What follows belongs to an exercise in optimizing a design on an open flow for small area, a short achievable clock period and few clock cycles per item; a production flow would make more cautious choices. Function was not checked in any run shown here: the RTL went through the layout flow alone. No activity file was given, so power comes from the tool's default toggle rates.

==> design.v <==
`default_nettype none
module exec_prefix_add #(
    parameter int N = 32
) (
    input  logic [N-1:0] a,
    input  logic [N-1:0] b,
    input  logic         cin,
    output logic [N-1:0] sum,
    output logic         cout
);
    logic [N-1:0] g0, p0, g, p;
    assign p0 = a ^ b;
    always_comb begin
        g0    = a & b;
        g0[0] = (a[0] & b[0]) | (p0[0] & cin);
    end
    always_comb begin
        g = g0;
        p = p0;
        for (int step = 1; step < N; step = step * 2) begin
            for (int i = 0; i < N; i++) begin
                if ((i / step) % 2 == 1) begin
                    g[i] = g[i] | (p[i] & g[(i / step) * step - 1]);
                    p[i] = p[i] & p[(i / step) * step - 1];
                end
            end
        end
    end
    assign sum  = p0 ^ {g[N-2:0], cin};
    assign cout = g[N-1];
endmodule
module exec_less_than #(
    parameter int N = 32
) (
    input  logic [N-1:0] a,
    input  logic [N-1:0] b,
    output logic         lt
);
    logic [N-1:0] g, p;
    always_comb begin
        g = a & ~b;
        p = a ^ ~b;
        g[0] = g[0] | p[0];    
        for (int step = 1; step < N; step = step * 2) begin
            for (int i = 2 * step - 1; i < N; i = i + 2 * step) begin
                g[i] = g[i] | (p[i] & g[i - step]);
                p[i] = p[i] & p[i - step];
            end
        end
    end
    assign lt = ~g[N-1];
endmodule
`default_nettype wire
`default_nettype none
module exec_mul_csa (
    input  logic [33:0] s_in,
    input  logic [33:0] c_in,
    input  logic [31:0] a,
    input  logic [3:0]  one,
    input  logic [3:0]  two,
    input  logic [3:0]  neg,
    input  logic [7:0]  corr_a,
    input  logic [7:0]  corr_b,
    output logic [41:0] sum_out,
    output logic [41:0] carry_out
);
    logic [3:0]  nneg;
    logic [32:0] row0, row1, row2, row3;
    logic [33:0] a2;
    assign a2 = {1'b0, a, 1'b0};
    always_comb begin
        nneg = ~neg;
        for (int k = 0; k < 33; k++) begin
            row0[k] = ((one[0] & a2[k+1]) | (two[0] & a2[k])) ^ neg[0];
            row1[k] = ((one[1] & a2[k+1]) | (two[1] & a2[k])) ^ neg[1];
            row2[k] = ((one[2] & a2[k+1]) | (two[2] & a2[k])) ^ neg[2];
            row3[k] = ((one[3] & a2[k+1]) | (two[3] & a2[k])) ^ neg[3];
        end
    end
    logic fs0, fc0, fs1, fc1, fs2, fc2, fs3, fc3, fs4, fc4, fs5, fc5, fs6, fc6, fs7, fc7, fs8, fc8, fs9, fc9, fs10, fc10, fs11, fc11, fs12, fc12, fs13, fc13, fs14, fc14, fs15, fc15, fs16, fc16, fs17, fc17, fs18, fc18, fs19, fc19, fs20, fc20, fs21, fc21, fs22, fc22, fs23, fc23, fs24, fc24, fs25, fc25, fs26, fc26, fs27, fc27, fs28, fc28, fs29, fc29, fs30, fc30, fs31, fc31, fs32, fc32, fs33, fc33, fs34, fc34, fs35, fc35, fs36, fc36, fs37, fc37, fs38, fc38, fs39, fc39, fs40, fc40, fs41, fc41, fs42, fc42, fs43, fc43, fs44, fc44, fs45, fc45, fs46, fc46, fs47, fc47, fs48, fc48, fs49, fc49, fs50, fc50, fs51, fc51, fs52, fc52, fs53, fc53, fs54, fc54, fs55, fc55, fs56, fc56, fs57, fc57, fs58, fc58, fs59, fc59, fs60, fc60, fs61, fc61, fs62, fc62, fs63, fc63, fs64, fc64, fs65, fc65, fs66, fc66, fs67, fc67, fs68, fc68, fs69, fc69, fs70, fc70, fs71, fc71, fs72, fc72, fs73, fc73, fs74, fc74, fs75, fc75, fs76, fc76, fs77, fc77, fs78, fc78, fs79, fc79, fs80, fc80, fs81, fc81, fs82, fc82, fs83, fc83, fs84, fc84, fs85, fc85, fs86, fc86, fs87, fc87, fs88, fc88, fs89, fc89, fs90, fc90, fs91, fc91, fs92, fc92, fs93, fc93, fs94, fc94, fs95, fc95, fs96, fc96, fs97, fc97, fs98, fc98, fs99, fc99, fs100, fc100, fs101, fc101, fs102, fc102, fs103, fc103, fs104, fc104, fs105, fc105, fs106, fc106, fs107, fc107, fs108, fc108, fs109, fc109, fs110, fc110, fs111, fc111, fs112, fc112, fs113, fc113, fs114, fc114, fs115, fc115, fs116, fc116, fs117, fc117, fs118, fc118, fs119, fc119, fs120, fc120, fs121, fc121, fs122, fc122, fs123, fc123, fs124, fc124, fs125, fc125, fs126, fc126, fs127, fc127, fs128, fc128, fs129, fc129, fs130, fc130, fs131, fc131, fs132, fc132, fs133, fc133, fs134, fc134, fs135, fc135, fs136, fc136, fs137, fc137, fs138, fc138, fs139, fc139, fs140, fc140, fs141, fc141, fs142, fc142, fs143, fc143, fs144, fc144, fs145, fc145;
    logic hs0, hc0, hs1, hc1, hs2, hc2, hs3, hc3, hs4, hc4, hs5, hc5, hs6, hc6, hs7, hc7, hs8, hc8, hs9, hc9, hs10, hc10, hs11, hc11, hs12, hc12, hs13, hc13, hs14, hc14, hs15, hc15, hs16, hc16, hs17, hc17, hs18, hc18, hs19, hc19, hs20, hc20, hs21, hc21, hs22, hc22, hs23, hc23, hs24, hc24, hs25, hc25, hs26, hc26, hs27, hc27, hs28, hc28, hs29, hc29, hs30, hc30, hs31, hc31;
    assign fs0 = s_in[0] ^ c_in[0] ^ nneg[0];
    assign fc0 = (s_in[0] & c_in[0]) | (s_in[0] & nneg[0]) | (c_in[0] & nneg[0]);
    assign fs1 = s_in[1] ^ c_in[1] ^ neg[0];
    assign fc1 = (s_in[1] & c_in[1]) | (s_in[1] & neg[0]) | (c_in[1] & neg[0]);
    assign hs0 = row0[1] ^ fc0;
    assign hc0 = row0[1] & fc0;
    assign fs2 = s_in[2] ^ c_in[2] ^ nneg[1];
    assign fc2 = (s_in[2] & c_in[2]) | (s_in[2] & nneg[1]) | (c_in[2] & nneg[1]);
    assign fs3 = row0[2] ^ row1[0] ^ fc1;
    assign fc3 = (row0[2] & row1[0]) | (row0[2] & fc1) | (row1[0] & fc1);
    assign hs1 = fs2 ^ hc0;
    assign hc1 = fs2 & hc0;
    assign fs4 = s_in[3] ^ c_in[3] ^ neg[1];
    assign fc4 = (s_in[3] & c_in[3]) | (s_in[3] & neg[1]) | (c_in[3] & neg[1]);
    assign fs5 = row0[3] ^ row1[1] ^ fc2;
    assign fc5 = (row0[3] & row1[1]) | (row0[3] & fc2) | (row1[1] & fc2);
    assign fs6 = fs4 ^ fc3 ^ fs5;
    assign fc6 = (fs4 & fc3) | (fs4 & fs5) | (fc3 & fs5);
    assign fs7 = s_in[4] ^ c_in[4] ^ nneg[2];
    assign fc7 = (s_in[4] & c_in[4]) | (s_in[4] & nneg[2]) | (c_in[4] & nneg[2]);
    assign fs8 = row0[4] ^ row1[2] ^ row2[0];
    assign fc8 = (row0[4] & row1[2]) | (row0[4] & row2[0]) | (row1[2] & row2[0]);
    assign fs9 = fc4 ^ fs7 ^ fc5;
    assign fc9 = (fc4 & fs7) | (fc4 & fc5) | (fs7 & fc5);
    assign hs2 = fs8 ^ fc6;
    assign hc2 = fs8 & fc6;
    assign fs10 = s_in[5] ^ c_in[5] ^ neg[2];
    assign fc10 = (s_in[5] & c_in[5]) | (s_in[5] & neg[2]) | (c_in[5] & neg[2]);
    assign fs11 = row0[5] ^ row1[3] ^ row2[1];
    assign fc11 = (row0[5] & row1[3]) | (row0[5] & row2[1]) | (row1[3] & row2[1]);
    assign fs12 = fc7 ^ fs10 ^ fc8;
    assign fc12 = (fc7 & fs10) | (fc7 & fc8) | (fs10 & fc8);
    assign fs13 = fs11 ^ fc9 ^ fs12;
    assign fc13 = (fs11 & fc9) | (fs11 & fs12) | (fc9 & fs12);
    assign fs14 = s_in[6] ^ c_in[6] ^ nneg[3];
    assign fc14 = (s_in[6] & c_in[6]) | (s_in[6] & nneg[3]) | (c_in[6] & nneg[3]);
    assign fs15 = row0[6] ^ row1[4] ^ row2[2];
    assign fc15 = (row0[6] & row1[4]) | (row0[6] & row2[2]) | (row1[4] & row2[2]);
    assign fs16 = row3[0] ^ fc10 ^ fs14;
    assign fc16 = (row3[0] & fc10) | (row3[0] & fs14) | (fc10 & fs14);
    assign fs17 = fc11 ^ fs15 ^ fs16;
    assign fc17 = (fc11 & fs15) | (fc11 & fs16) | (fs15 & fs16);
    assign hs3 = fc12 ^ fs17;
    assign hc3 = fc12 & fs17;
    assign fs18 = s_in[7] ^ c_in[7] ^ neg[3];
    assign fc18 = (s_in[7] & c_in[7]) | (s_in[7] & neg[3]) | (c_in[7] & neg[3]);
    assign fs19 = row0[7] ^ row1[5] ^ row2[3];
    assign fc19 = (row0[7] & row1[5]) | (row0[7] & row2[3]) | (row1[5] & row2[3]);
    assign fs20 = row3[1] ^ fc14 ^ fs18;
    assign fc20 = (row3[1] & fc14) | (row3[1] & fs18) | (fc14 & fs18);
    assign fs21 = fc15 ^ fs19 ^ fc16;
    assign fc21 = (fc15 & fs19) | (fc15 & fc16) | (fs19 & fc16);
    assign fs22 = fs20 ^ fs21 ^ fc17;
    assign fc22 = (fs20 & fs21) | (fs20 & fc17) | (fs21 & fc17);
    assign fs23 = s_in[8] ^ c_in[8] ^ row0[8];
    assign fc23 = (s_in[8] & c_in[8]) | (s_in[8] & row0[8]) | (c_in[8] & row0[8]);
    assign fs24 = row1[6] ^ row2[4] ^ row3[2];
    assign fc24 = (row1[6] & row2[4]) | (row1[6] & row3[2]) | (row2[4] & row3[2]);
    assign fs25 = fc18 ^ fc19 ^ fs23;
    assign fc25 = (fc18 & fc19) | (fc18 & fs23) | (fc19 & fs23);
    assign fs26 = fs24 ^ fc20 ^ fc21;
    assign fc26 = (fs24 & fc20) | (fs24 & fc21) | (fc20 & fc21);
    assign hs4 = fs25 ^ fs26;
    assign hc4 = fs25 & fs26;
    assign fs27 = s_in[9] ^ c_in[9] ^ row0[9];
    assign fc27 = (s_in[9] & c_in[9]) | (s_in[9] & row0[9]) | (c_in[9] & row0[9]);
    assign fs28 = row1[7] ^ row2[5] ^ row3[3];
    assign fc28 = (row1[7] & row2[5]) | (row1[7] & row3[3]) | (row2[5] & row3[3]);
    assign fs29 = fc23 ^ fc24 ^ fs27;
    assign fc29 = (fc23 & fc24) | (fc23 & fs27) | (fc24 & fs27);
    assign fs30 = fs28 ^ fc25 ^ fs29;
    assign fc30 = (fs28 & fc25) | (fs28 & fs29) | (fc25 & fs29);
    assign hs5 = fc26 ^ fs30;
    assign hc5 = fc26 & fs30;
    assign fs31 = s_in[10] ^ c_in[10] ^ row0[10];
    assign fc31 = (s_in[10] & c_in[10]) | (s_in[10] & row0[10]) | (c_in[10] & row0[10]);
    assign fs32 = row1[8] ^ row2[6] ^ row3[4];
    assign fc32 = (row1[8] & row2[6]) | (row1[8] & row3[4]) | (row2[6] & row3[4]);
    assign fs33 = fc27 ^ fc28 ^ fs31;
    assign fc33 = (fc27 & fc28) | (fc27 & fs31) | (fc28 & fs31);
    assign fs34 = fs32 ^ fc29 ^ fs33;
    assign fc34 = (fs32 & fc29) | (fs32 & fs33) | (fc29 & fs33);
    assign hs6 = fc30 ^ fs34;
    assign hc6 = fc30 & fs34;
    assign fs35 = s_in[11] ^ c_in[11] ^ row0[11];
    assign fc35 = (s_in[11] & c_in[11]) | (s_in[11] & row0[11]) | (c_in[11] & row0[11]);
    assign fs36 = row1[9] ^ row2[7] ^ row3[5];
    assign fc36 = (row1[9] & row2[7]) | (row1[9] & row3[5]) | (row2[7] & row3[5]);
    assign fs37 = fc31 ^ fc32 ^ fs35;
    assign fc37 = (fc31 & fc32) | (fc31 & fs35) | (fc32 & fs35);
    assign fs38 = fs36 ^ fc33 ^ fs37;
    assign fc38 = (fs36 & fc33) | (fs36 & fs37) | (fc33 & fs37);
    assign hs7 = fc34 ^ fs38;
    assign hc7 = fc34 & fs38;
    assign fs39 = s_in[12] ^ c_in[12] ^ row0[12];
    assign fc39 = (s_in[12] & c_in[12]) | (s_in[12] & row0[12]) | (c_in[12] & row0[12]);
    assign fs40 = row1[10] ^ row2[8] ^ row3[6];
    assign fc40 = (row1[10] & row2[8]) | (row1[10] & row3[6]) | (row2[8] & row3[6]);
    assign fs41 = fc35 ^ fc36 ^ fs39;
    assign fc41 = (fc35 & fc36) | (fc35 & fs39) | (fc36 & fs39);
    assign fs42 = fs40 ^ fc37 ^ fs41;
    assign fc42 = (fs40 & fc37) | (fs40 & fs41) | (fc37 & fs41);
    assign hs8 = fc38 ^ fs42;
    assign hc8 = fc38 & fs42;
    assign fs43 = s_in[13] ^ c_in[13] ^ row0[13];
    assign fc43 = (s_in[13] & c_in[13]) | (s_in[13] & row0[13]) | (c_in[13] & row0[13]);
    assign fs44 = row1[11] ^ row2[9] ^ row3[7];
    assign fc44 = (row1[11] & row2[9]) | (row1[11] & row3[7]) | (row2[9] & row3[7]);
    assign fs45 = fc39 ^ fc40 ^ fs43;
    assign fc45 = (fc39 & fc40) | (fc39 & fs43) | (fc40 & fs43);
    assign fs46 = fs44 ^ fc41 ^ fs45;
    assign fc46 = (fs44 & fc41) | (fs44 & fs45) | (fc41 & fs45);
    assign hs9 = fc42 ^ fs46;
    assign hc9 = fc42 & fs46;
    assign fs47 = s_in[14] ^ c_in[14] ^ row0[14];
    assign fc47 = (s_in[14] & c_in[14]) | (s_in[14] & row0[14]) | (c_in[14] & row0[14]);
    assign fs48 = row1[12] ^ row2[10] ^ row3[8];
    assign fc48 = (row1[12] & row2[10]) | (row1[12] & row3[8]) | (row2[10] & row3[8]);
    assign fs49 = fc43 ^ fc44 ^ fs47;
    assign fc49 = (fc43 & fc44) | (fc43 & fs47) | (fc44 & fs47);
    assign fs50 = fs48 ^ fc45 ^ fs49;
    assign fc50 = (fs48 & fc45) | (fs48 & fs49) | (fc45 & fs49);
    assign hs10 = fc46 ^ fs50;
    assign hc10 = fc46 & fs50;
    assign fs51 = s_in[15] ^ c_in[15] ^ row0[15];
    assign fc51 = (s_in[15] & c_in[15]) | (s_in[15] & row0[15]) | (c_in[15] & row0[15]);
    assign fs52 = row1[13] ^ row2[11] ^ row3[9];
    assign fc52 = (row1[13] & row2[11]) | (row1[13] & row3[9]) | (row2[11] & row3[9]);
    assign fs53 = fc47 ^ fc48 ^ fs51;
    assign fc53 = (fc47 & fc48) | (fc47 & fs51) | (fc48 & fs51);
    assign fs54 = fs52 ^ fc49 ^ fs53;
    assign fc54 = (fs52 & fc49) | (fs52 & fs53) | (fc49 & fs53);
    assign hs11 = fc50 ^ fs54;
    assign hc11 = fc50 & fs54;
    assign fs55 = s_in[16] ^ c_in[16] ^ row0[16];
    assign fc55 = (s_in[16] & c_in[16]) | (s_in[16] & row0[16]) | (c_in[16] & row0[16]);
    assign fs56 = row1[14] ^ row2[12] ^ row3[10];
    assign fc56 = (row1[14] & row2[12]) | (row1[14] & row3[10]) | (row2[12] & row3[10]);
    assign fs57 = fc51 ^ fc52 ^ fs55;
    assign fc57 = (fc51 & fc52) | (fc51 & fs55) | (fc52 & fs55);
    assign fs58 = fs56 ^ fc53 ^ fs57;
    assign fc58 = (fs56 & fc53) | (fs56 & fs57) | (fc53 & fs57);
    assign hs12 = fc54 ^ fs58;
    assign hc12 = fc54 & fs58;
    assign fs59 = s_in[17] ^ c_in[17] ^ row0[17];
    assign fc59 = (s_in[17] & c_in[17]) | (s_in[17] & row0[17]) | (c_in[17] & row0[17]);
    assign fs60 = row1[15] ^ row2[13] ^ row3[11];
    assign fc60 = (row1[15] & row2[13]) | (row1[15] & row3[11]) | (row2[13] & row3[11]);
    assign fs61 = fc55 ^ fc56 ^ fs59;
    assign fc61 = (fc55 & fc56) | (fc55 & fs59) | (fc56 & fs59);
    assign fs62 = fs60 ^ fc57 ^ fs61;
    assign fc62 = (fs60 & fc57) | (fs60 & fs61) | (fc57 & fs61);
    assign hs13 = fc58 ^ fs62;
    assign hc13 = fc58 & fs62;
    assign fs63 = s_in[18] ^ c_in[18] ^ row0[18];
    assign fc63 = (s_in[18] & c_in[18]) | (s_in[18] & row0[18]) | (c_in[18] & row0[18]);
    assign fs64 = row1[16] ^ row2[14] ^ row3[12];
    assign fc64 = (row1[16] & row2[14]) | (row1[16] & row3[12]) | (row2[14] & row3[12]);
    assign fs65 = fc59 ^ fc60 ^ fs63;
    assign fc65 = (fc59 & fc60) | (fc59 & fs63) | (fc60 & fs63);
    assign fs66 = fs64 ^ fc61 ^ fs65;
    assign fc66 = (fs64 & fc61) | (fs64 & fs65) | (fc61 & fs65);
    assign hs14 = fc62 ^ fs66;
    assign hc14 = fc62 & fs66;
    assign fs67 = s_in[19] ^ c_in[19] ^ row0[19];
    assign fc67 = (s_in[19] & c_in[19]) | (s_in[19] & row0[19]) | (c_in[19] & row0[19]);
    assign fs68 = row1[17] ^ row2[15] ^ row3[13];
    assign fc68 = (row1[17] & row2[15]) | (row1[17] & row3[13]) | (row2[15] & row3[13]);
    assign fs69 = fc63 ^ fc64 ^ fs67;
    assign fc69 = (fc63 & fc64) | (fc63 & fs67) | (fc64 & fs67);
    assign fs70 = fs68 ^ fc65 ^ fs69;
    assign fc70 = (fs68 & fc65) | (fs68 & fs69) | (fc65 & fs69);
    assign hs15 = fc66 ^ fs70;
    assign hc15 = fc66 & fs70;
    assign fs71 = s_in[20] ^ c_in[20] ^ row0[20];
    assign fc71 = (s_in[20] & c_in[20]) | (s_in[20] & row0[20]) | (c_in[20] & row0[20]);
    assign fs72 = row1[18] ^ row2[16] ^ row3[14];
    assign fc72 = (row1[18] & row2[16]) | (row1[18] & row3[14]) | (row2[16] & row3[14]);
    assign fs73 = fc67 ^ fc68 ^ fs71;
    assign fc73 = (fc67 & fc68) | (fc67 & fs71) | (fc68 & fs71);
    assign fs74 = fs72 ^ fc69 ^ fs73;
    assign fc74 = (fs72 & fc69) | (fs72 & fs73) | (fc69 & fs73);
    assign hs16 = fc70 ^ fs74;
    assign hc16 = fc70 & fs74;
    assign fs75 = s_in[21] ^ c_in[21] ^ row0[21];
    assign fc75 = (s_in[21] & c_in[21]) | (s_in[21] & row0[21]) | (c_in[21] & row0[21]);
    assign fs76 = row1[19] ^ row2[17] ^ row3[15];
    assign fc76 = (row1[19] & row2[17]) | (row1[19] & row3[15]) | (row2[17] & row3[15]);
    assign fs77 = fc71 ^ fc72 ^ fs75;
    assign fc77 = (fc71 & fc72) | (fc71 & fs75) | (fc72 & fs75);
    assign fs78 = fs76 ^ fc73 ^ fs77;
    assign fc78 = (fs76 & fc73) | (fs76 & fs77) | (fc73 & fs77);
    assign hs17 = fc74 ^ fs78;
    assign hc17 = fc74 & fs78;
    assign fs79 = s_in[22] ^ c_in[22] ^ row0[22];
    assign fc79 = (s_in[22] & c_in[22]) | (s_in[22] & row0[22]) | (c_in[22] & row0[22]);
    assign fs80 = row1[20] ^ row2[18] ^ row3[16];
    assign fc80 = (row1[20] & row2[18]) | (row1[20] & row3[16]) | (row2[18] & row3[16]);
    assign fs81 = fc75 ^ fc76 ^ fs79;
    assign fc81 = (fc75 & fc76) | (fc75 & fs79) | (fc76 & fs79);
    assign fs82 = fs80 ^ fc77 ^ fs81;
    assign fc82 = (fs80 & fc77) | (fs80 & fs81) | (fc77 & fs81);
    assign hs18 = fc78 ^ fs82;
    assign hc18 = fc78 & fs82;
    assign fs83 = s_in[23] ^ c_in[23] ^ row0[23];
    assign fc83 = (s_in[23] & c_in[23]) | (s_in[23] & row0[23]) | (c_in[23] & row0[23]);
    assign fs84 = row1[21] ^ row2[19] ^ row3[17];
    assign fc84 = (row1[21] & row2[19]) | (row1[21] & row3[17]) | (row2[19] & row3[17]);
    assign fs85 = fc79 ^ fc80 ^ fs83;
    assign fc85 = (fc79 & fc80) | (fc79 & fs83) | (fc80 & fs83);
    assign fs86 = fs84 ^ fc81 ^ fs85;
    assign fc86 = (fs84 & fc81) | (fs84 & fs85) | (fc81 & fs85);
    assign hs19 = fc82 ^ fs86;
    assign hc19 = fc82 & fs86;
    assign fs87 = s_in[24] ^ c_in[24] ^ row0[24];
    assign fc87 = (s_in[24] & c_in[24]) | (s_in[24] & row0[24]) | (c_in[24] & row0[24]);
    assign fs88 = row1[22] ^ row2[20] ^ row3[18];
    assign fc88 = (row1[22] & row2[20]) | (row1[22] & row3[18]) | (row2[20] & row3[18]);
    assign fs89 = fc83 ^ fc84 ^ fs87;
    assign fc89 = (fc83 & fc84) | (fc83 & fs87) | (fc84 & fs87);
    assign fs90 = fs88 ^ fc85 ^ fs89;
    assign fc90 = (fs88 & fc85) | (fs88 & fs89) | (fc85 & fs89);
    assign hs20 = fc86 ^ fs90;
    assign hc20 = fc86 & fs90;
    assign fs91 = s_in[25] ^ c_in[25] ^ row0[25];
    assign fc91 = (s_in[25] & c_in[25]) | (s_in[25] & row0[25]) | (c_in[25] & row0[25]);
    assign fs92 = row1[23] ^ row2[21] ^ row3[19];
    assign fc92 = (row1[23] & row2[21]) | (row1[23] & row3[19]) | (row2[21] & row3[19]);
    assign fs93 = fc87 ^ fc88 ^ fs91;
    assign fc93 = (fc87 & fc88) | (fc87 & fs91) | (fc88 & fs91);
    assign fs94 = fs92 ^ fc89 ^ fs93;
    assign fc94 = (fs92 & fc89) | (fs92 & fs93) | (fc89 & fs93);
    assign hs21 = fc90 ^ fs94;
    assign hc21 = fc90 & fs94;
    assign fs95 = s_in[26] ^ c_in[26] ^ row0[26];
    assign fc95 = (s_in[26] & c_in[26]) | (s_in[26] & row0[26]) | (c_in[26] & row0[26]);
    assign fs96 = row1[24] ^ row2[22] ^ row3[20];
    assign fc96 = (row1[24] & row2[22]) | (row1[24] & row3[20]) | (row2[22] & row3[20]);
    assign fs97 = fc91 ^ fc92 ^ fs95;
    assign fc97 = (fc91 & fc92) | (fc91 & fs95) | (fc92 & fs95);
    assign fs98 = fs96 ^ fc93 ^ fs97;
    assign fc98 = (fs96 & fc93) | (fs96 & fs97) | (fc93 & fs97);
    assign hs22 = fc94 ^ fs98;
    assign hc22 = fc94 & fs98;
    assign fs99 = s_in[27] ^ c_in[27] ^ row0[27];
    assign fc99 = (s_in[27] & c_in[27]) | (s_in[27] & row0[27]) | (c_in[27] & row0[27]);
    assign fs100 = row1[25] ^ row2[23] ^ row3[21];
    assign fc100 = (row1[25] & row2[23]) | (row1[25] & row3[21]) | (row2[23] & row3[21]);
    assign fs101 = fc95 ^ fc96 ^ fs99;
    assign fc101 = (fc95 & fc96) | (fc95 & fs99) | (fc96 & fs99);
    assign fs102 = fs100 ^ fc97 ^ fs101;
    assign fc102 = (fs100 & fc97) | (fs100 & fs101) | (fc97 & fs101);
    assign hs23 = fc98 ^ fs102;
    assign hc23 = fc98 & fs102;
    assign fs103 = s_in[28] ^ c_in[28] ^ row0[28];
    assign fc103 = (s_in[28] & c_in[28]) | (s_in[28] & row0[28]) | (c_in[28] & row0[28]);
    assign fs104 = row1[26] ^ row2[24] ^ row3[22];
    assign fc104 = (row1[26] & row2[24]) | (row1[26] & row3[22]) | (row2[24] & row3[22]);
    assign fs105 = fc99 ^ fc100 ^ fs103;
    assign fc105 = (fc99 & fc100) | (fc99 & fs103) | (fc100 & fs103);
    assign fs106 = fs104 ^ fc101 ^ fs105;
    assign fc106 = (fs104 & fc101) | (fs104 & fs105) | (fc101 & fs105);
    assign hs24 = fc102 ^ fs106;
    assign hc24 = fc102 & fs106;
    assign fs107 = s_in[29] ^ c_in[29] ^ row0[29];
    assign fc107 = (s_in[29] & c_in[29]) | (s_in[29] & row0[29]) | (c_in[29] & row0[29]);
    assign fs108 = row1[27] ^ row2[25] ^ row3[23];
    assign fc108 = (row1[27] & row2[25]) | (row1[27] & row3[23]) | (row2[25] & row3[23]);
    assign fs109 = fc103 ^ fc104 ^ fs107;
    assign fc109 = (fc103 & fc104) | (fc103 & fs107) | (fc104 & fs107);
    assign fs110 = fs108 ^ fc105 ^ fs109;
    assign fc110 = (fs108 & fc105) | (fs108 & fs109) | (fc105 & fs109);
    assign hs25 = fc106 ^ fs110;
    assign hc25 = fc106 & fs110;
    assign fs111 = s_in[30] ^ c_in[30] ^ row0[30];
    assign fc111 = (s_in[30] & c_in[30]) | (s_in[30] & row0[30]) | (c_in[30] & row0[30]);
    assign fs112 = row1[28] ^ row2[26] ^ row3[24];
    assign fc112 = (row1[28] & row2[26]) | (row1[28] & row3[24]) | (row2[26] & row3[24]);
    assign fs113 = fc107 ^ fc108 ^ fs111;
    assign fc113 = (fc107 & fc108) | (fc107 & fs111) | (fc108 & fs111);
    assign fs114 = fs112 ^ fc109 ^ fs113;
    assign fc114 = (fs112 & fc109) | (fs112 & fs113) | (fc109 & fs113);
    assign hs26 = fc110 ^ fs114;
    assign hc26 = fc110 & fs114;
    assign fs115 = s_in[31] ^ c_in[31] ^ row0[31];
    assign fc115 = (s_in[31] & c_in[31]) | (s_in[31] & row0[31]) | (c_in[31] & row0[31]);
    assign fs116 = row1[29] ^ row2[27] ^ row3[25];
    assign fc116 = (row1[29] & row2[27]) | (row1[29] & row3[25]) | (row2[27] & row3[25]);
    assign fs117 = fc111 ^ fc112 ^ fs115;
    assign fc117 = (fc111 & fc112) | (fc111 & fs115) | (fc112 & fs115);
    assign fs118 = fs116 ^ fc113 ^ fs117;
    assign fc118 = (fs116 & fc113) | (fs116 & fs117) | (fc113 & fs117);
    assign hs27 = fc114 ^ fs118;
    assign hc27 = fc114 & fs118;
    assign fs119 = s_in[32] ^ c_in[32] ^ corr_a[0];
    assign fc119 = (s_in[32] & c_in[32]) | (s_in[32] & corr_a[0]) | (c_in[32] & corr_a[0]);
    assign fs120 = corr_b[0] ^ row0[32] ^ row1[30];
    assign fc120 = (corr_b[0] & row0[32]) | (corr_b[0] & row1[30]) | (row0[32] & row1[30]);
    assign fs121 = row2[28] ^ row3[26] ^ fs119;
    assign fc121 = (row2[28] & row3[26]) | (row2[28] & fs119) | (row3[26] & fs119);
    assign fs122 = fc115 ^ fc116 ^ fs120;
    assign fc122 = (fc115 & fc116) | (fc115 & fs120) | (fc116 & fs120);
    assign fs123 = fs121 ^ fc117 ^ fs122;
    assign fc123 = (fs121 & fc117) | (fs121 & fs122) | (fc117 & fs122);
    assign hs28 = fc118 ^ fs123;
    assign hc28 = fc118 & fs123;
    assign fs124 = s_in[33] ^ c_in[33] ^ nneg[0];
    assign fc124 = (s_in[33] & c_in[33]) | (s_in[33] & nneg[0]) | (c_in[33] & nneg[0]);
    assign fs125 = corr_a[1] ^ corr_b[1] ^ row1[31];
    assign fc125 = (corr_a[1] & corr_b[1]) | (corr_a[1] & row1[31]) | (corr_b[1] & row1[31]);
    assign fs126 = row2[29] ^ row3[27] ^ fs124;
    assign fc126 = (row2[29] & row3[27]) | (row2[29] & fs124) | (row3[27] & fs124);
    assign fs127 = fc119 ^ fc120 ^ fs125;
    assign fc127 = (fc119 & fc120) | (fc119 & fs125) | (fc120 & fs125);
    assign fs128 = fs126 ^ fc121 ^ fc122;
    assign fc128 = (fs126 & fc121) | (fs126 & fc122) | (fc121 & fc122);
    assign fs129 = fs127 ^ fc123 ^ fs128;
    assign fc129 = (fs127 & fc123) | (fs127 & fs128) | (fc123 & fs128);
    assign fs130 = corr_a[2] ^ corr_b[2] ^ row1[32];
    assign fc130 = (corr_a[2] & corr_b[2]) | (corr_a[2] & row1[32]) | (corr_b[2] & row1[32]);
    assign fs131 = row2[30] ^ row3[28] ^ fc124;
    assign fc131 = (row2[30] & row3[28]) | (row2[30] & fc124) | (row3[28] & fc124);
    assign fs132 = fc125 ^ fs130 ^ fc126;
    assign fc132 = (fc125 & fs130) | (fc125 & fc126) | (fs130 & fc126);
    assign fs133 = fs131 ^ fc127 ^ fs132;
    assign fc133 = (fs131 & fc127) | (fs131 & fs132) | (fc127 & fs132);
    assign hs29 = fc128 ^ fs133;
    assign hc29 = fc128 & fs133;
    assign fs134 = nneg[1] ^ corr_a[3] ^ corr_b[3];
    assign fc134 = (nneg[1] & corr_a[3]) | (nneg[1] & corr_b[3]) | (corr_a[3] & corr_b[3]);
    assign fs135 = row2[31] ^ row3[29] ^ fs134;
    assign fc135 = (row2[31] & row3[29]) | (row2[31] & fs134) | (row3[29] & fs134);
    assign fs136 = fc130 ^ fc131 ^ fs135;
    assign fc136 = (fc130 & fc131) | (fc130 & fs135) | (fc131 & fs135);
    assign fs137 = fc132 ^ fs136 ^ fc133;
    assign fc137 = (fc132 & fs136) | (fc132 & fc133) | (fs136 & fc133);
    assign fs138 = corr_a[4] ^ corr_b[4] ^ row2[32];
    assign fc138 = (corr_a[4] & corr_b[4]) | (corr_a[4] & row2[32]) | (corr_b[4] & row2[32]);
    assign fs139 = row3[30] ^ fc134 ^ fs138;
    assign fc139 = (row3[30] & fc134) | (row3[30] & fs138) | (fc134 & fs138);
    assign fs140 = fc135 ^ fs139 ^ fc136;
    assign fc140 = (fc135 & fs139) | (fc135 & fc136) | (fs139 & fc136);
    assign fs141 = nneg[2] ^ corr_a[5] ^ corr_b[5];
    assign fc141 = (nneg[2] & corr_a[5]) | (nneg[2] & corr_b[5]) | (corr_a[5] & corr_b[5]);
    assign fs142 = row3[31] ^ fs141 ^ fc138;
    assign fc142 = (row3[31] & fs141) | (row3[31] & fc138) | (fs141 & fc138);
    assign hs30 = fc139 ^ fs142;
    assign hc30 = fc139 & fs142;
    assign fs143 = corr_a[6] ^ corr_b[6] ^ row3[32];
    assign fc143 = (corr_a[6] & corr_b[6]) | (corr_a[6] & row3[32]) | (corr_b[6] & row3[32]);
    assign fs144 = fc141 ^ fs143 ^ fc142;
    assign fc144 = (fc141 & fs143) | (fc141 & fc142) | (fs143 & fc142);
    assign fs145 = nneg[3] ^ corr_a[7] ^ corr_b[7];
    assign fc145 = (nneg[3] & corr_a[7]) | (nneg[3] & corr_b[7]) | (corr_a[7] & corr_b[7]);
    assign hs31 = fs145 ^ fc143;
    assign hc31 = fs145 & fc143;
    assign sum_out[0] = row0[0];
    assign carry_out[0] = fs0;
    assign sum_out[1] = fs1;
    assign carry_out[1] = hs0;
    assign sum_out[2] = fs3;
    assign carry_out[2] = hs1;
    assign sum_out[3] = hc1;
    assign carry_out[3] = fs6;
    assign sum_out[4] = fs9;
    assign carry_out[4] = hs2;
    assign sum_out[5] = hc2;
    assign carry_out[5] = fs13;
    assign sum_out[6] = fc13;
    assign carry_out[6] = hs3;
    assign sum_out[7] = hc3;
    assign carry_out[7] = fs22;
    assign sum_out[8] = fc22;
    assign carry_out[8] = hs4;
    assign sum_out[9] = hc4;
    assign carry_out[9] = hs5;
    assign sum_out[10] = hc5;
    assign carry_out[10] = hs6;
    assign sum_out[11] = hc6;
    assign carry_out[11] = hs7;
    assign sum_out[12] = hc7;
    assign carry_out[12] = hs8;
    assign sum_out[13] = hc8;
    assign carry_out[13] = hs9;
    assign sum_out[14] = hc9;
    assign carry_out[14] = hs10;
    assign sum_out[15] = hc10;
    assign carry_out[15] = hs11;
    assign sum_out[16] = hc11;
    assign carry_out[16] = hs12;
    assign sum_out[17] = hc12;
    assign carry_out[17] = hs13;
    assign sum_out[18] = hc13;
    assign carry_out[18] = hs14;
    assign sum_out[19] = hc14;
    assign carry_out[19] = hs15;
    assign sum_out[20] = hc15;
    assign carry_out[20] = hs16;
    assign sum_out[21] = hc16;
    assign carry_out[21] = hs17;
    assign sum_out[22] = hc17;
    assign carry_out[22] = hs18;
    assign sum_out[23] = hc18;
    assign carry_out[23] = hs19;
    assign sum_out[24] = hc19;
    assign carry_out[24] = hs20;
    assign sum_out[25] = hc20;
    assign carry_out[25] = hs21;
    assign sum_out[26] = hc21;
    assign carry_out[26] = hs22;
    assign sum_out[27] = hc22;
    assign carry_out[27] = hs23;
    assign sum_out[28] = hc23;
    assign carry_out[28] = hs24;
    assign sum_out[29] = hc24;
    assign carry_out[29] = hs25;
    assign sum_out[30] = hc25;
    assign carry_out[30] = hs26;
    assign sum_out[31] = hc26;
    assign carry_out[31] = hs27;
    assign sum_out[32] = hc27;
    assign carry_out[32] = hs28;
    assign sum_out[33] = hc28;
    assign carry_out[33] = fs129;
    assign sum_out[34] = hs29;
    assign carry_out[34] = fc129;
    assign sum_out[35] = hc29;
    assign carry_out[35] = fs137;
    assign sum_out[36] = fs140;
    assign carry_out[36] = fc137;
    assign sum_out[37] = hs30;
    assign carry_out[37] = fc140;
    assign sum_out[38] = hc30;
    assign carry_out[38] = fs144;
    assign sum_out[39] = hs31;
    assign carry_out[39] = fc144;
    assign sum_out[40] = fc145;
    assign carry_out[40] = hc31;
    assign sum_out[41] = 1'b0;
    assign carry_out[41] = 1'b0;
endmodule
`default_nettype wire
`default_nettype none
module exec_stage (
    input  logic        clock,
    input  logic        reset,
    input  logic        issue_valid,
    input  logic [1:0]  issue_fu,
    input  logic [3:0]  issue_func,
    input  logic [1:0]  opa_select,
    input  logic [2:0]  opb_select,
    input  logic [31:0] inst,
    input  logic [31:0] pc,
    input  logic [31:0] rs1_value,
    input  logic [31:0] rs2_value,
    input  logic [4:0]  issue_tag,
    input  logic        complete_credit,
    output logic [2:0]  fu_free,
    output logic        complete_valid,
    output logic [1:0]  complete_fu,
    output logic [4:0]  complete_tag,
    output logic [31:0] complete_result,
    output logic        complete_take
);
    localparam logic [3:0] ALU_ADD = 4'd0, ALU_SUB = 4'd1, ALU_AND = 4'd2, ALU_OR = 4'd3,
                           ALU_XOR = 4'd4, ALU_SLT = 4'd5, ALU_SLTU = 4'd6, ALU_SLL = 4'd7,
                           ALU_SRL = 4'd8, ALU_SRA = 4'd9;
    localparam logic [3:0] MUL = 4'd10, MULH = 4'd11, MULHSU = 4'd12;
    localparam logic [6:0] OPCODE_JAL  = 7'b1101111;
    localparam logic [6:0] OPCODE_JALR = 7'b1100111;
    logic [31:0] opa, opb;
    logic [29:0] pc_inc;
    exec_prefix_add #(.N(30)) u_pc_inc (
        .a(pc[31:2]), .b(30'b0), .cin(1'b1), .sum(pc_inc), .cout()
    );
    always_comb begin
        case (opa_select)
            2'd0:    opa = rs1_value;
            2'd1:    opa = {pc_inc, pc[1:0]};
            2'd2:    opa = pc;
            default: opa = '0;
        endcase
    end
    always_comb begin
        case (opb_select)
            3'd0:    opb = rs2_value;
            3'd1:    opb = {{20{inst[31]}}, inst[31:20]};
            3'd2:    opb = {{20{inst[31]}}, inst[31:25], inst[11:7]};
            3'd3:    opb = {{19{inst[31]}}, inst[31], inst[7], inst[30:25], inst[11:8], 1'b0};
            3'd4:    opb = {inst[31:12], 12'b0};
            3'd5:    opb = {{11{inst[31]}}, inst[31], inst[19:12], inst[20], inst[30:21], 1'b0};
            default: opb = '0;
        endcase
    end
    logic in_eq_lo, in_eq_hi, in_lt_lo, in_lt_hi, in_jal, in_jalr;
    exec_less_than #(.N(16)) u_lt_lo (.a(rs1_value[15:0]), .b(rs2_value[15:0]), .lt(in_lt_lo));
    exec_less_than #(.N(16)) u_lt_hi (.a(rs1_value[31:16]), .b(rs2_value[31:16]), .lt(in_lt_hi));
    assign in_eq_lo = (rs1_value[15:0] == rs2_value[15:0]);
    assign in_eq_hi = (rs1_value[31:16] == rs2_value[31:16]);
    assign in_jal   = (inst[6:0] == OPCODE_JAL);
    assign in_jalr  = (inst[6:0] == OPCODE_JALR);
    localparam int S_SUM = 0, S_AND = 1, S_OR = 2, S_XOR = 3, S_SLT = 4, S_SLTU = 5,
                   S_SL = 6, S_SR = 7;
    logic        in_sub;
    logic [7:0]  in_sel;
    assign in_sub = !issue_fu[1] &&
                    (issue_func == ALU_SUB || issue_func == ALU_SLT || issue_func == ALU_SLTU);
    always_comb begin
        in_sel = '0;
        if (issue_fu[1]) begin
            in_sel[S_SUM] = 1'b1;
        end else begin
            case (issue_func)
                ALU_ADD, ALU_SUB: in_sel[S_SUM]  = 1'b1;
                ALU_AND:          in_sel[S_AND]  = 1'b1;
                ALU_OR:           in_sel[S_OR]   = 1'b1;
                ALU_XOR:          in_sel[S_XOR]  = 1'b1;
                ALU_SLT:          in_sel[S_SLT]  = 1'b1;
                ALU_SLTU:         in_sel[S_SLTU] = 1'b1;
                ALU_SLL:          in_sel[S_SL]   = 1'b1;
                default:          in_sel[S_SR]   = 1'b1;
            endcase
        end
    end
    logic        x_v, x_br, x_jump, x_clr0, x_sub, x_shl, x_sra;
    logic        x_eq_lo, x_eq_hi, x_lt_lo, x_lt_hi, x_s1, x_s2;
    logic [2:0]  x_f3;
    logic [4:0]  x_rot;
    logic [7:0]  x_sel;
    logic [4:0]  x_tag;
    logic [31:0] x_a, x_bx;
    always_ff @(posedge clock) begin
        if (reset) x_v <= 1'b0;
        else       x_v <= issue_valid && (issue_fu != 2'd1);
    end
    always_ff @(posedge clock) begin
        x_br   <= issue_fu[1];
        x_sel  <= in_sel;
        x_sub  <= in_sub;
        x_shl  <= (issue_func == ALU_SLL);
        x_rot  <= (issue_func == ALU_SLL) ? 5'd0 - opb[4:0] : opb[4:0];
        x_sra  <= (issue_func == ALU_SRA);
        x_tag  <= issue_tag;
        x_a    <= opa;
        x_bx   <= opb ^ {32{in_sub}};
        x_jump  <= in_jal | in_jalr;
        x_f3    <= inst[14:12];
        x_eq_lo <= in_eq_lo;
        x_eq_hi <= in_eq_hi;
        x_lt_lo <= in_lt_lo;
        x_lt_hi <= in_lt_hi;
        x_s1    <= rs1_value[31];
        x_s2    <= rs2_value[31];
        x_clr0 <= issue_fu[1] & in_jalr;
    end
    logic x_beq, x_bltu, x_blt, x_cond, x_take;
    assign x_beq  = x_eq_hi & x_eq_lo;
    assign x_bltu = x_lt_hi | (x_eq_hi & x_lt_lo);
    assign x_blt  = (x_s1 ^ x_s2) ? x_s1 : x_bltu;
    always_comb begin
        case (x_f3)
            3'b000:  x_cond = x_beq;
            3'b001:  x_cond = ~x_beq;
            3'b100:  x_cond = x_blt;
            3'b101:  x_cond = ~x_blt;
            3'b110:  x_cond = x_bltu;
            3'b111:  x_cond = ~x_bltu;
            default: x_cond = 1'b0;
        endcase
    end
    assign x_take = x_jump | x_cond;
    logic [31:0] x_sum;
    logic        x_cout, x_ltu, x_lt;
    logic [31:0] sh_rot, sh_mask, sh_mask_l, sh_out;
    logic [31:0] x_res;
    exec_prefix_add #(.N(32)) u_add (
        .a(x_a), .b(x_bx), .cin(x_sub), .sum(x_sum), .cout(x_cout)
    );
    assign x_ltu = ~x_cout;
    assign x_lt  = (x_a[31] ^ ~x_bx[31]) ? x_a[31] : x_ltu;
    always_comb begin
        sh_rot = x_a;
        for (int k = 0; k < 5; k++) begin
            if (x_rot[k]) sh_rot = 32'({sh_rot, sh_rot} >> (1 << k));
        end
    end
    always_comb begin
        for (int i = 0; i < 32; i++) sh_mask_l[i] = ({27'b0, x_bx[4:0]} <= i);
        for (int i = 0; i < 32; i++) sh_mask[i] = x_shl ? sh_mask_l[i] : sh_mask_l[31-i];
    end
    assign sh_out = (sh_rot & sh_mask) | ({32{x_sra & x_a[31]}} & ~sh_mask);
    assign x_res = ({32{x_sel[S_SUM]}} & {x_sum[31:1], x_sum[0] & ~x_clr0})
                 | ({32{x_sel[S_AND]}} & (x_a & x_bx))
                 | ({32{x_sel[S_OR]}}  & (x_a | x_bx))
                 | ({32{x_sel[S_XOR]}} & (x_a ^ x_bx))
                 | {31'b0, (x_sel[S_SLT] & x_lt) | (x_sel[S_SLTU] & x_ltu)}
                 | ({32{x_sel[S_SL] | x_sel[S_SR]}} & sh_out);
    logic        pa_v, pb_v, r_v;
    logic        m_busy;
    logic [1:0]  m_cnt;
    logic [1:0]  credits;
    logic        has_credit;
    logic        m_last, m_first;
    logic        grant_x, grant_pa, grant_pb, grant_mul, granted;
    always_comb begin
        grant_x   = 1'b0;
        grant_pa  = 1'b0;
        grant_pb  = 1'b0;
        grant_mul = 1'b0;
        if (has_credit) begin
            if (r_v && m_busy && m_first) grant_mul = 1'b1;    
            else if (pa_v)                grant_pa  = 1'b1;
            else if (pb_v)                grant_pb  = 1'b1;
            else if (x_v)                 grant_x   = 1'b1;
            else if (r_v)                 grant_mul = 1'b1;
        end
    end
    assign granted = grant_x | grant_pa | grant_pb | grant_mul;
    assign fu_free = {(grant_x & x_br) | grant_pb, m_last, (grant_x & ~x_br) | grant_pa};
    logic [31:0] pa_res, pb_res;
    logic [4:0]  pa_tag, pb_tag;
    logic        pb_take;
    logic        park_a, park_b;
    assign park_a = x_v && !x_br && !grant_x;
    assign park_b = x_v &&  x_br && !grant_x;
    always_ff @(posedge clock) begin
        if (reset) begin
            pa_v <= 1'b0;
            pb_v <= 1'b0;
        end else begin
            if (park_a)        pa_v <= 1'b1;
            else if (grant_pa) pa_v <= 1'b0;
            if (park_b)        pb_v <= 1'b1;
            else if (grant_pb) pb_v <= 1'b0;
        end
    end
    always_ff @(posedge clock) begin
        if (park_a) begin
            pa_res <= x_res;
            pa_tag <= x_tag;
        end
        if (park_b) begin
            pb_res  <= x_res;
            pb_tag  <= x_tag;
            pb_take <= x_take;
        end
    end
    logic [31:0] m_a, m_b;
    logic        m_a32, m_uext;
    logic [3:0]  m_one, m_two, m_neg;
    logic [33:0] m_s, m_c;
    logic        m_ci;
    logic [7:0]  m_ls, m_lc;
    logic        m_hi;
    logic [4:0]  m_tag;
    logic        r_hi;
    logic [4:0]  r_tag;
    logic [31:0] mh_res;
    logic        m_free, m_step;
    logic        in_asgn, in_bsgn, in_a32, in_uext;
    assign in_asgn = (issue_func == MUL) || (issue_func == MULH) || (issue_func == MULHSU);
    assign in_bsgn = (issue_func == MUL) || (issue_func == MULH);
    assign in_a32  = in_asgn & opa[31];
    assign in_uext = ~in_bsgn & opb[31];
    assign m_free = !m_busy || m_last;
    assign m_step = m_busy && (!m_first || !r_v || grant_mul);
    logic [7:0]  m_abyte_next, m_corr_a, m_corr_b;
    logic [33:0] m_s_in, m_c_in;
    logic [41:0] m_sum, m_carry;
    logic [7:0]  m_low;
    logic        m_cout;
    always_comb begin
        case (m_cnt)
            2'd0:    m_abyte_next = m_a[15:8];
            2'd1:    m_abyte_next = m_a[23:16];
            default: m_abyte_next = m_a[31:24];
        endcase
    end
    assign m_s_in   = m_first ? 34'h0AAAAAAAB : m_s;
    assign m_c_in   = m_first ? {1'b0, m_a32, 32'b0} : m_c;
    exec_mul_csa u_csa (
        .s_in(m_s_in), .c_in(m_c_in), .a(m_a), .one(m_one), .two(m_two), .neg(m_neg),
        .corr_a(m_corr_a), .corr_b(m_corr_b), .sum_out(m_sum), .carry_out(m_carry)
    );
    assign {m_cout, m_low} = {1'b0, m_ls} + {1'b0, m_lc} + {8'b0, m_ci};
    function automatic logic [11:0] booth(input logic [8:0] b9);
        logic [3:0] one, two, neg;
        for (int i = 0; i < 4; i++) begin
            one[i] = b9[2*i+1] ^ b9[2*i];
            two[i] = (b9[2*i+2] & ~b9[2*i+1] & ~b9[2*i]) | (~b9[2*i+2] & b9[2*i+1] & b9[2*i]);
            neg[i] = b9[2*i+2];
        end
        booth = {one, two, neg};
    endfunction
    logic [11:0] in_booth, m_next_booth;
    assign in_booth     = booth({opb[7:0], 1'b0});
    assign m_next_booth = booth(m_b[15:7]);
    always_ff @(posedge clock) begin
        if (reset) begin
            m_busy <= 1'b0;
            m_last <= 1'b0;
            r_v    <= 1'b0;
        end else begin
            if (m_free) begin
                m_busy <= issue_valid && (issue_fu == 2'd1);
                m_last <= 1'b0;
            end else if (m_step) begin
                m_last <= (m_cnt == 2'd2);
            end
            if (m_last)         r_v <= 1'b1;
            else if (grant_mul) r_v <= 1'b0;
        end
    end
    always_ff @(posedge clock) begin
        if (m_free) begin
            m_cnt   <= 2'd0;
            m_first <= 1'b1;
            m_a     <= opa;
            m_b     <= opb;
            m_a32   <= in_a32;
            m_uext  <= in_uext;
            {m_one, m_two, m_neg} <= in_booth;
            m_corr_a <= {8{in_uext}} & opa[7:0];
            m_corr_b <= {8{in_a32}} & ~opb[7:0];
            m_hi    <= (issue_func != MUL);
            m_tag   <= issue_tag;
        end else if (m_step) begin
            m_cnt   <= m_cnt + 2'd1;
            m_first <= 1'b0;
            m_b     <= {m_low, m_b[31:8]};
            {m_one, m_two, m_neg} <= m_next_booth;
            m_corr_a <= {8{m_uext}} & m_abyte_next;
            m_corr_b <= {8{m_a32}} & ~m_b[15:8];
        end
    end
    always_ff @(posedge clock) begin
        if (m_step) begin
            m_ls <= m_sum[7:0];
            m_lc <= m_carry[7:0];
            m_ci <= !m_first && m_cout;
            m_c  <= m_carry[41:8];
            if (m_last && !m_hi) m_s <= {10'b0, m_low, m_b[31:16]};
            else                 m_s <= m_sum[41:8];
        end
        if (m_last) begin
            r_hi  <= m_hi;
            r_tag <= m_tag;
        end
    end
    logic [39:0] mh_a, mh_b, mh_k, mh_x, mh_y, mh_sum;
    assign mh_a = {m_s[31:0], m_ls};
    assign mh_b = {m_c[31:0], m_lc};
    assign mh_k = {32'h55555555, 8'h00};
    assign mh_x = mh_a ^ mh_b ^ mh_k;
    assign mh_y = {(mh_a[38:0] & mh_b[38:0]) | (mh_a[38:0] & mh_k[38:0]) | (mh_b[38:0] & mh_k[38:0]),
                   1'b0};
    exec_prefix_add #(.N(40)) u_mh_add (
        .a(mh_x), .b(mh_y), .cin(m_ci), .sum(mh_sum), .cout()
    );
    assign mh_res = r_hi ? mh_sum[39:8] : {mh_sum[7:0], m_s[23:0]};
    logic [1:0] credits_next;
    assign credits_next = credits + {1'b0, complete_credit} - {1'b0, granted};
    always_ff @(posedge clock) begin
        if (reset) begin
            credits        <= 2'd2;
            has_credit     <= 1'b1;
            complete_valid <= 1'b0;
        end else begin
            credits        <= credits_next;
            has_credit     <= (credits_next != 2'd0);
            complete_valid <= granted;
        end
    end
    logic [31:0] out_x, out_o;
    logic        out_selx;
    always_ff @(posedge clock) begin
        complete_fu   <= grant_x ? {x_br, 1'b0} : grant_pa ? 2'd0 : grant_pb ? 2'd2 : 2'd1;
        complete_tag  <= grant_x ? x_tag : grant_pa ? pa_tag : grant_pb ? pb_tag : r_tag;
        complete_take <= grant_x ? (x_br & x_take) : grant_pb & pb_take;
        out_selx      <= grant_x;
        out_x         <= x_res;
        out_o         <= grant_pa ? pa_res : grant_pb ? pb_res : mh_res;
    end
    assign complete_result = out_selx ? out_x : out_o;
endmodule
`default_nettype wire
==> run.sh <==
#!/bin/bash
# synth_recipe.tcl (not shown) runs the flow's synth.tcl, then flattens the netlist and writes it again
# the make line also repeats each setting of config.mk as NAME=value (left out here)
make -C /OpenROAD-flow-scripts/flow DESIGN_CONFIG=/design/flow/config.mk WORK_HOME=/design/flow/orfs CLKGATE_MAP_FILE= SYNTH_SCRIPT=/design/flow/synth_recipe.tcl finish
==> config.mk <==
export PLATFORM = sky130hd
export DESIGN_NAME = exec_stage
export DESIGN_NICKNAME = exec_stage
export VERILOG_FILES = /design/flow/design.v
export SDC_FILE = /design/flow/constraint.sdc
export NUM_CORES = 4
export LEC_CHECK = 0
export CAP_MARGIN = 20
export CORE_MARGIN = 2
export CORE_UTILIZATION = 40
export PLACE_DENSITY = 0.5
export SETUP_SLACK_MARGIN = 4.8
export SLEW_MARGIN = 20
==> constraint.sdc <==
create_clock -name core_clock -period 8.0 [get_ports {clock}]
set_input_delay 1.6000 -clock core_clock [delete_from_list [all_inputs] [get_ports {clock}]]
set_output_delay 1.6000 -clock core_clock [all_outputs]
set_load 0.01 [all_outputs]
==> qor.yml, run 1 <==
run_status:
  status: "finished clean"
cells_and_area:
  finalNetCount: 4020
  register_area_um2: 11400
  syn2layout_area_growth_pct: 29.4
  post-route-util: 0.521
  fillers: 6990
  multi_input_area_um2: 20400
  drive_above_1_share: 0.254
min_path:
  hold_path.class: "reg2reg"
setup_path:
  cp.required_ns: 8.50
  worst_path_max_delay_cell: "a2111oi_4"
  slowest_delay_ns: 0.50
  critPathCaptureType: "register"
  path_max_fanout: 3
  worstPathArrival_ns: 4.26
  reg2reg_slack_ns: 4.24
  path_common_cell: "a221o_1"
  cp-start-kind: "register"
  critPathKind: "reg2reg"
  worstPathCellList: "ha_2 > fa_2 > nor2b_4 > a221o_1 > a311o_2 > a31oi_4 > o31ai_4 > a2111oi_4 > nor2_4 > a311oi_2 > xnor2_2 > a221o_1"
logic_synthesis:
  synth_cells: 3200
  yosysWarnings: 6
  ys_ff_latch: 439
  ys_types: 75
  syn-num-nets: 3731
  synth_edf_count: 256
  synth_ff_type: "edfxtp_1"
  synth_top_cell_by_area: "edfxtp_1"
  synth_seq_area_share: 0.358
  synthArstFlopShare: 0
  synth_top_area_frac: 0.243
  yosys-top-cells-area: "edfxtp_1 (24%), dfxtp_1 (12%), fa_1 (10%)"
  syn_area_per_cell_um2: 9.90
  syn_area_um2: 31700
floorplan:
  row_count: 103
  die_area_um2: 81500
  io_pins: 192
  fp.dieW_um: 285
  initial_core_util: 0.402
  core_um2: 78700
  die_h_um: 285
cts:
  cts_tree: "built"
  htree_levels: 2
  clk_latency_ns: 0.62
  postCtsHoldBufs: 0
  numCtsBuffers: 50
  cts_sinks: 439
  cts-root-buf: "clkbuf_16"
  cts.path.max_buffers: 3
  path_clk_slew_ns: 0.06
route:
  dr_total_vias: 26200
  first_iter_violations: 2510
  wl_per_cell_um: 27.8
  drcViolationCount: 0
  routed_wl_mm: 128
  drtPass1Iterations: 6
  avgViaCountPerCell: 5.71
  ant_nets: 0
global_route:
  grt_overflow_total: 0
  grt_pass1_wl_mm: 181
  grt_use_total: 0.305
  grt_pass1_vias: 26200
  antenna_found_initial: 5
  grt_max_degree: 73
placement:
  gp_congestion: 0.967
  preCtsSetupSlack_ns: 3.29
  hpwl_mm: 93.9
  portBuffers: 191
power_and_ir_drop:
  pwr-share-comb: 0.542
  power.density_nw_per_um2: 309
  p_int_mw: 7.66
  power_frac_seq: 0.261
  p_sw_frac: 0.394
  power.share.clock: 0.197
  p_leak_nw: 16.5
  vdd_drop_max_uv: 187
  switching_power_mw: 4.99
sta:
  clock-skew-final_ns: 0.0219
  rsz0062_at_grt: "yes"
  min_period_ns: 3.76
  timing.fmax_mhz: 266
  worst_pin_slew_ns: 1.07
  setup_ws_ns: 4.24
  period_share: 0.470
  drv_slew: 0
  relSlewSlack: 0.284
  setup_viol: 0
  fin_setup_tns_ns: 0
  finalHoldViolCount: 0
run:
  maxCapViolCount: 0
## routing by layer
layer | routed length (um) | track usage | vias to the layer above
li1 | - | - | 11800
met1 | 53700 | 0.410 | 13100
met2 | 58800 | 0.489 | 1101
met3 | 9180 | 0.0504 | 211
met4 | 5960 | 0.126 | 2
met5 | 7 | 0 | -
## final cells by class
type | count | share of cell area
Clock buffer | 72 | 0.0361
Timing Repair Buffer | 438 | 0.118
Multi-Input combinational cell | 2242 | 0.498
Timing Repair inverter | 1 | 0.000122
Sequential cell | 439 | 0.278
Clock inverter | 21 | 0.00726
Inverter | 317 | 0.0305
Antenna cell | 1 | 0.0000610
Tap cell | 1050 | 0.0321
## cell usage after synthesis, types with 28 or more instances
cell	number
a31oi_1	30
a21oi_1	206
o21ai_0	228
nand2_1	241
a21o_1	29
o22ai_1	29
mux2i_1	68
nor2b_1	30
nor2_1	183
xnor2_1	201
mux4_2	36
edfxtp_1	256
xor2_1	28
mux2_2	73
dfxtp_1	183
inv_1	309
nand2b_1	36
nand3_1	31
buf_1	45
fa_1	164
ha_1	219
a22oi_1	154
clkbuf_1	154
## power groups by stage
stage	Clock [mW]	Combinational (mW)	Sequential, mW
floorplan	0	3.34	3.17
global placement	0	5.33	3.38
detailed placement	0	5.38	3.39
CTS	2.53	6.27	3.30
global route	2.61	7.38	3.33
finish	2.49	6.85	3.31
## cell usage in the layout (no fill, tap or decap), drive strengths merged, types with 9 or more instances in the layout
master	synthesis	layout
inv	315	315
buf	48	281
edfxtp	256	256
nand2	241	241
o21ai	232	232
ha	219	219
a21oi	207	207
xnor2	201	201
nor2	184	184
dfxtp	183	183
fa	164	164
a22oi	154	154
clkdlybuf4s50	0	127
clkbuf	154	87
mux2	73	73
mux2i	68	68
mux4	36	36
nand2b	36	36
a31oi	31	31
nor2b	31	31
nand3	31	31
a21o	29	29
o22ai	29	29
xor2	28	28
nor3	24	24
and2	22	22
a211oi	19	19
o211ai	17	17
clkinv	2	14
nor3b	13	13
or2	13	13
o221ai	12	12
nand4	10	10
a31o	9	9
a221o	9	9
o21a	9	9
## final timing paths
| kind | to | cells past startpoint | startpoint |
|---|---|---|---|
| hold reg to reg | r_tag[2] | 0 | m_tag[2] |
| hold / removal | r_tag[2] | 0 | m_tag[2] |
| setup / recovery | out_o[30] | 12 | m_ls[4] |
| setup reg to reg | out_o[30] | 12 | m_ls[4] |
## through the flow
step | instance area, um2 | total power [mW] | std cells | hold slack (ns)
CTS | 39700 | 12.1 | 4540 | 0.421
detailed placement | 34700 | 8.77 | 4284 | 0.407
global placement | 34700 | 8.71 | 4283 | 0.401
global route | 41000 | 13.3 | 4581 | 0.429
finish | 41000 | 12.7 | 4581 | 0.420
floorplan | 31900 | 6.51 | 3200 | 0.400
## registers in the layout (all words and copies together), names as in the netlist, 28 cells and up
register / flops
pb_res: 32
m_s: 33
x_bx: 32
m_c: 33
out_x: 32
m_b: 28
x_a: 32
out_o: 32
pa_res: 32
m_a: 32
## critical path, delay by kind of cell, from the launching register on
kind	cells	cell delay, ns
adder cells (fa/ha/maj)	2	0.66
AO/OA/AOI/OAI	7	2.16
flip-flops	1	0.39
AND/OR/NAND/NOR	2	0.22
XOR/XNOR	1	0.21
## repair_timing
item	CTS	global route
setup endpoints to repair	337	211
setup buffers	150	35
pin swaps	148	134
cloned	13	5
gates resized for setup	597	242
## cells by family (layout without fill, tap and decap cells)
logic type               Yosys count  after routing  synth area share
AO/OA/AOI/OAI                    811            811             0.161
AND/OR/NAND/NOR                  642            642            0.0930
buffers and inverters            519            849            0.0617
flip-flops                       439            439             0.358
adder cells (fa/ha/maj)          383            383             0.190
XOR/XNOR                         229            229            0.0633
multiplexers                     177            177            0.0730
other                              0              1                 0
==> run 2, diff against run 1 <==
--- a/design.v
+++ b/design.v
@@ -685,13 +685,32 @@
     logic        grant_x, grant_pa, grant_pb, grant_mul, granted;
-    always_comb begin
-        grant_x   = 1'b0;
-        grant_pa  = 1'b0;
-        grant_pb  = 1'b0;
-        grant_mul = 1'b0;
-        if (has_credit) begin
-            if (r_v && m_busy && m_first) grant_mul = 1'b1;    
-            else if (pa_v)                grant_pa  = 1'b1;
-            else if (pb_v)                grant_pb  = 1'b1;
-            else if (x_v)                 grant_x   = 1'b1;
-            else if (r_v)                 grant_mul = 1'b1;
+    function automatic logic [3:0] arbitrate(input logic credit, input logic mul_first,
+                                             input logic pa, input logic pb, input logic x,
+                                             input logic mul);
+        arbitrate = 4'b0000;
+        if (credit) begin
+            if (mul_first)  arbitrate = 4'b0001;    
+            else if (pa)    arbitrate = 4'b0100;
+            else if (pb)    arbitrate = 4'b0010;
+            else if (x)     arbitrate = 4'b1000;
+            else if (mul)   arbitrate = 4'b0001;
+        end
+    endfunction
+    logic x_v_n, pa_v_n, pb_v_n, r_v_n, m_busy_n, m_first_n, has_credit_n;
+    logic m_free, m_step;
+    logic park_a, park_b;
+    logic [1:0] credits_next;
+    assign x_v_n        = issue_valid && (issue_fu != 2'd1);
+    assign pa_v_n       = park_a || (pa_v && !grant_pa);
+    assign pb_v_n       = park_b || (pb_v && !grant_pb);
+    assign r_v_n        = m_last || (r_v && !grant_mul);
+    assign m_busy_n     = m_free ? (issue_valid && (issue_fu == 2'd1)) : m_busy;
+    assign m_first_n    = m_free || (m_first && !m_step);
+    assign has_credit_n = (credits_next != 2'd0);
+    always_ff @(posedge clock) begin
+        if (reset) begin
+            {grant_x, grant_pa, grant_pb, grant_mul} <= 4'b0000;
+        end else begin
+            {grant_x, grant_pa, grant_pb, grant_mul} <=
+                arbitrate(has_credit_n, r_v_n && m_busy_n && m_first_n, pa_v_n, pb_v_n, x_v_n,
+                          r_v_n);
         end
@@ -703,3 +722,2 @@
     logic        pb_take;
-    logic        park_a, park_b;
     assign park_a = x_v && !x_br && !grant_x;
@@ -739,3 +757,2 @@
     logic [31:0] mh_res;
-    logic        m_free, m_step;
     logic        in_asgn, in_bsgn, in_a32, in_uext;
@@ -841,3 +858,2 @@
     assign mh_res = r_hi ? mh_sum[39:8] : {mh_sum[7:0], m_s[23:0]};
-    logic [1:0] credits_next;
     assign credits_next = credits + {1'b0, complete_credit} - {1'b0, granted};
==> run 2 against run 1 <==
Effect of this change:
- still clean on timing, DRC and antenna
- worst hold slack better by 0.00075 ns
- utilization down 0.51 points
- count of clock-buffer cells in the layout rose by 2
- clock power about the same
- largest cell class unchanged
==> qor.yml, run 2 <==
min_path:
  hold-path-cell-count: 0  # unchanged
  min_delay_worst_endpoint: "r_tag[1]"
  hold_start: "m_tag[1]"
  hold_path.class: "reg2reg"
cells_and_area:
  drive_above_1_share: 0.236  # -0.0176
  finalNetCount: 4023  # +0.075%
  syn2layout_area_growth_pct: 27.4
  fillers: 7092  # +1.5%
  final_cell_mix: "inv_1 (278), edfxtp_1 (256), nand2_1 (223)"
  post-route-util: 0.515  # -0.00509
  largest_registers: "m_c (33), m_s (33)"
  layout_commonest_cell: "inv_1"
cts:
  htree_levels: 2  # unchanged
  cts_tree: "built"
  postCtsHoldBufs: 0  # unchanged
  cts.path.max_buffers: 3  # unchanged
  numCtsBuffers: 51  # +2.0%
  clk_latency_ns: 0.63  # about the same
  cts-root-buf: "clkbuf_16"
  path_clk_slew_ns: 0.06  # about the same
  cts_sinks: 442  # +0.68%
logic_synthesis:
  yosys.area_share.simple: 0.0932  # +0.000199
  syn-num-nets: 3761  # +0.80%
  synth_cells: 3230  # +0.94%
  synthAdderAreaFrac: 0.188  # -0.00167
  synth_edf_count: 256  # unchanged
  synth-compound-area-share: 0.163  # +0.00191
  synth_ff_type: "edfxtp_1"
  ys_ff_latch: 442  # +0.68%
  syn_area_per_cell_um2: 9.90  # about the same
  syn_area_um2: 32000  # +0.89%
  synthMuxAreaShare: 0.0744  # +0.00135
  synth_top_area_frac: 0.240  # -0.00214
  synthArstFlopShare: 0  # unchanged
  synth_most_common_cell: "inv_1"
  ys_types: 81  # +8.0%
  yosys-top-cells-area: "edfxtp_1 (24%), dfxtp_1 (12%), fa_1 (10%)"
  yosysWarnings: 6  # unchanged
  synth_top_family_by_area: "adder cells"
  synth_top_cell_by_area: "edfxtp_1"
  synth_xor_area_frac: 0.0616  # -0.00165
  synth_common_cells: "inv_1 (305), edfxtp_1 (256), nand2_1 (231)"
  synth_seq_area_share: 0.357  # -0.00128
setup_path:
  cp-start-kind: "register"
  reg2reg_to: "out_o[25]"
  cp_num_buf_inv: 1  # +1
  path_max_fanout: 3  # unchanged
  worstPathArrival_ns: 4.28  # +0.02 ns
  reg2reg_slack_ns: 4.29  # +0.05 ns
  r2r_start: "m_ls[0]"
  worstPathCellList: "ha_1 > ha_1 > inv_1 > fa_2 > nand2b_4 > a211oi_4 > o211ai_1 > o31a_1 > o21ba_4 > o21a_1 > fa_2 > xnor2_2 > nand2_1 > o211ai_1 > o21ai_1 > o21ai_1"
  critPathCaptureType: "register"
  worst_path_max_delay_cell: "edfxtp_1"
  reg2regPathDepth: 16  # +4
  critical_path.top_delay_family: "compound AO/OA/AOI/OAI gates"
  slowest_delay_ns: 0.39  # -0.11 ns
  cp.required_ns: 8.56  # +0.06 ns
  critPathKind: "reg2reg"
route:
  first_iter_violations: 2572  # +2.5%
  drtPass1Iterations: 5  # -1
  wl_per_cell_um: 27.2  # -2.3%
  ant_nets: 0  # unchanged
  drcViolationCount: 0  # unchanged
  routed_wl_mm: 125  # -2.2%
  avgViaCountPerCell: 5.78  # +1.2%
  dr_total_vias: 26500  # +1.3%
placement:
  gp_congestion: 0.934  # -3.5%
  hpwl_mm: 92.7  # -1.3%
  portBuffers: 191  # unchanged
floorplan:
  initial_core_util: 0.405  # +0.00225
  io_pins: 192  # unchanged
  die_h_um: 287  # +0.44%
  die_area_um2: 82200  # +0.87%
  core_um2: 79000  # +0.33%
  fp.dieW_um: 287  # +0.44%
  row_count: 103  # unchanged
global_route:
  grt_pass1_wl_mm: 176  # -2.4%
  grt_use_total: 0.294  # -0.0108
  grt_pass1_vias: 25700  # -1.9%
  antenna_found_initial: 4  # -1
  grt_max_degree: 89  # +22%
  grt_overflow_total: 0  # unchanged
power_and_ir_drop:
  power.density_nw_per_um2: 306  # -0.70%
  p_leak_nw: 16.5  # -0.30%
  fin_total_pwr_mw: 12.5  # -1.3%
  vdd_drop_max_uv: 152  # -18%
sta:
  finalHoldViolCount: 0  # unchanged
  worst_pin_slew_ns: 1.32  # +0.246 ns
  rsz0062_at_grt: "yes"
  timing.fmax_mhz: 269  # +1.4%
  fin_setup_tns_ns: 0  # unchanged
  relSlewSlack: 0.110  # -0.174
  period_share: 0.464  # -0.00640
  setup_viol: 0  # unchanged
  min_period_ns: 3.71  # -0.0512 ns
  clock-skew-final_ns: 0.0617  # +0.0398 ns
  drv_slew: 0  # unchanged
run:
  maxCapViolCount: 0  # unchanged
run_status:
  status: "finished clean"
[run 2: cell types whose count changed after synthesis, moves of 9 or more]
cell      previous run  this run
o21ai_0            228       202
nand2_1            241       231
o21ai_1              4        26
a31oi_1             30        21
nor2_1             183       202
clkbuf_1           154       139
o22ai_1             29        20
o21a_1               9        21
a21oi_1            206       222
o211ai_1            17         8
[run 2: report_power, final]
part / switching (mW) / internal, mW / leakage [nW] / total (mW)
registers: 0.306 / 3.05 / 4.11 / 3.36
clock network: 1.04 / 1.48 / 0.867 / 2.52
logic: 3.55 / 3.05 / 11.5 / 6.60
[run 2: layer usage]
metal  track usage  vias to the layer above  wire length (um)
met2         0.495                     1091             60100
met3        0.0324                      187              7080
li1              -                    11900                 -
met5             0                        -                13
met4        0.0884                        2              4610
met1         0.398                    13400             53000
[run 2: final cells by class]
class | instances | area (um2) | area share
Antenna cell | 2 | 5.00 | 0.000123
Clock inverter | 22 | 333 | 0.00817
Multi-Input combinational cell | 2271 | 20400 | 0.500
Timing Repair inverter | 1 | 5.00 | 0.000123
Inverter | 315 | 1260 | 0.0311
Sequential cell | 442 | 11500 | 0.282
Tap cell | 1050 | 1310 | 0.0323
Clock buffer | 74 | 1490 | 0.0366
Timing Repair Buffer | 410 | 4470 | 0.110
[run 2: worst max-delay path by stage]
stage / from / to / slack, ns / cells past startpoint
2_1_floorplan: m_lc[0] / out_o[24] / 4.65 / 15
5_1_grt: m_ls[0] / out_o[25] / 4.13 / 16
3_5_place_dp: opa_select[0] / m_corr_b[2] / 3.28 / 10
6_report: m_ls[0] / out_o[25] / 4.29 / 16
3_3_place_gp: pc[2] / m_a[11] / 3.21 / 8
4_1_cts: m_ls[0] / out_o[25] / 4.20 / 16
[run 2: kinds of logic after synthesis]
logic type | count (synthesis)
adder cells (fa/ha/maj) | 383
multiplexers | 178
AO/OA/AOI/OAI | 832
flip-flops | 442
AND/OR/NAND/NOR | 652
XOR/XNOR | 225
buffers and inverters | 518
[run 2: stage by stage]
step | instances | hold slack [ns] | setup slack, ns | area, um2
2_1_floorplan | 3230 | 0.329 | 4.65 | 32100
3_3_place_gp | 4312 | 0.404 | 3.21 | 34900
3_5_place_dp | 4314 | 0.409 | 3.28 | 34900
4_1_cts | 4527 | 0.423 | 4.20 | 39100
5_1_grt | 4585 | 0.427 | 4.13 | 40700
6_report | 4587 | 0.421 | 4.29 | 40700
[run 2: repair_timing]
action / in CTS / in global routing
buffers inserted: 106 / 49
gates cloned: 11 / 9
gates resized for setup: 494 / 254
setup endpoints to repair: 338 / 215
hold endpoints to repair: 0 / 0
pin swaps: 87 / 136
